Source: an optimization exercise on an open RTL-to-GDS flow (aim: small area, a short achievable clock period and few clock cycles per item). Production flows keep margins and buffers that such runs may drop.
The RTL was checked by simulation tests, not by an equivalence proof against the original design.
The flow treats the clock pin as an ideal source, which a real chip does not have.
Power is estimated from default activity; no workload was simulated.

==> inputs of 09-04 <==
==> flow/design.v (excerpt) <==
module sorted_priority_queue_unit (
   input  wire logic                   clock,
   input  wire logic                   reset,
   input  wire logic                   req_valid,
   output wire logic                   req_ready,
   input  wire logic                   req_action,
   input  wire logic [15:0]            req_item_tag,
   input  wire logic [31:0]            req_priority,
   output wire logic                   rsp_valid,
   input  wire logic                   rsp_ready,
   output wire logic [15:0]            rsp_out_tag,
   output wire logic [31:0]            rsp_out_priority,
   output wire logic                   rsp_out_valid,
   output wire logic [1:0]             rsp_status,
   output wire logic [4:0]             rsp_entry_count
);
==> flow/config.mk <==
export PLATFORM = sky130hd
export DESIGN_NAME = sorted_priority_queue_unit
export DESIGN_NICKNAME = sorted_priority_queue_unit
export VERILOG_FILES = /design/flow/design.v
export SDC_FILE = /design/flow/constraint.sdc
export NUM_CORES = 4
export LEC_CHECK = 0
export CAP_MARGIN = 20
export CORE_MARGIN = 2
export CORE_UTILIZATION = 65
export SETUP_SLACK_MARGIN = 3.0
export SLEW_MARGIN = 20
export TNS_END_PERCENT = 5
==> flow/constraint.sdc <==
create_clock -name core_clock -period 5.5 [get_ports {clock}]
set_input_delay 1.1000 -clock core_clock [delete_from_list [all_inputs] [get_ports {clock}]]
set_output_delay 1.1000 -clock core_clock [all_outputs]
set_load 0.01 [all_outputs]
standard.sh (not shown) runs the stock make flow with config.mk's settings and CLKGATE_MAP_FILE= SYNTH_SCRIPT=/design/flow/synth_recipe.tcl, a recipe that flattens the netlist after the stock synthesis.
==> flow/flow/run.sh <==
#!/bin/bash
# Layout flow: the standard flow (standard synthesis unchanged) with two
# changes to the layout steps:
#  - the port buffers are sky130_fd_sc_hd__buf_4 instead of the delay buffer
#    buffer_ports picks by default, so that repair can size them;
#  - flow/post_cts.tcl runs one more setup repair after clock tree synthesis.
# Each call's full output goes to its own log in this folder; ORFS also keeps
# per-step logs under orfs/logs.
set -euo pipefail
here=$(pwd)
bash standard.sh synth > synth.log 2>&1
bash standard.sh "BUFFER_PORTS_ARGS=-buffer_cell sky130_fd_sc_hd__buf_4" \
  "POST_CTS_TCL=$here/flow/post_cts.tcl" finish > layout.log 2>&1
==> flow/flow/post_cts.tcl <==
# Extra setup repair after clock tree synthesis. The standard CTS step repairs
# timing only with same-footprint cell swaps; this pass may resize freely,
# buffer and clone, then legalizes the placement again.
estimate_parasitics -placement
repair_timing -setup -setup_margin $::env(SETUP_SLACK_MARGIN) -repair_tns 100 -max_passes 20
detailed_placement
estimate_parasitics -placement
==> 05-25: changes against 09-04 <==
==> flow/flow/run.sh (replaced) <==
#!/bin/bash
# Layout flow: the standard flow, with the port buffers made from
# sky130_fd_sc_hd__buf_4 instead of the delay buffer buffer_ports picks by
# default, so that repair can size them. Synthesis is the standard one.
set -euo pipefail
bash standard.sh synth > synth.log 2>&1
bash standard.sh "BUFFER_PORTS_ARGS=-buffer_cell sky130_fd_sc_hd__buf_4" finish > layout.log 2>&1
Settings changed: CORE_UTILIZATION 65 to 75, CTS_BUF_LIST set to sky130_fd_sc_hd__clkbuf_8.
removed: flow/flow/post_cts.tcl
==> qor summary <==
quantity	09-04	05-25
Power density of the placed cells	340 nW/µm²	332 nW/µm²
Master of the slowest instance on the critical path	sky130_fd_sc_hd__or2_4	sky130_fd_sc_hd__o21ai_0
Clock network fraction of total power	35.9%	33.5%
Highest clock rate	378 MHz	335 MHz
Leakage	26.5 nW	26.5 nW
Fraction of area in multi-input gates	51.6%	52.0%
Weighted congestion reported at the end of routability-driven placement	0.904	0.943
Instance count on the critical path	3	10
Sequential cell fraction of total power	46.8%	48.8%
Share of post-route cells with drive strength above 1	9.90%	9.54%
Total power of the final layout	0.0204 W	0.0196 W
Die boundary width	292 µm	272 µm
Startpoint Class	input pin	flip-flop
Starting density of the core	65.5%	75.4%
Remaining max-slew budget at the tightest pin	21.3%	26.8%
Post-route cell area	60,100 µm²	59,100 µm²
Worst-Margin Slew	1180 ps	1100 ps
Layout Nets	6,293	6,310
Outcome	no timing/DRC/antenna violations	no timing/DRC/antenna violations
Setup ws final	2850 ps	2510 ps
DIE AREA	85,000 µm²	73,800 µm²
Fillers	6,192	4,459
# rows	105	98
Reg area	21,500 µm²	21,500 µm²
Met3 Usage GRT	7.79%	10.1%
Testbench counts of 09-04, summed over its fixed seeds: cycles 4,816, items 4,800.
Testbench counts of 05-25, summed over its fixed seeds: cycles 4,816, items 4,800.

## what the ideal ports hide
The results above use ideal ports. As a check the final layouts listed here were re-extracted and re-timed, cells and wires unchanged.
Step 1 (the two cells are an assumption about what drives the block):
set clk [get_ports {clock}]
set_driving_cell -lib_cell sky130_fd_sc_hd__clkbuf_16 $clk
set_driving_cell -lib_cell sky130_fd_sc_hd__buf_2 [delete_from_list [all_inputs] $clk]
Step 2 times the ports against the registers' clock, not the clock port: input delays grow and output delays shrink by t, the midpoint of the rising clock arrivals with the driver on.
a / b / c = no drivers / after step 1 / after step 2; a / b = the first two.
run | t (ns) | slack for setup (ns) | slew at the worst register clock pin (ns)
09-04 | 0.749 | 2.852 / 2.805 / 2.489 | 0.07 / 0.07
05-25 | 0.893 | 2.511 / 2.511 / 2.511 | 0.07 / 0.07
After both steps setup and hold are still met in every run listed. The setup slack of 09-04, which loses most, moves by -0.047 ns with the drivers and by -0.363 ns with both steps.
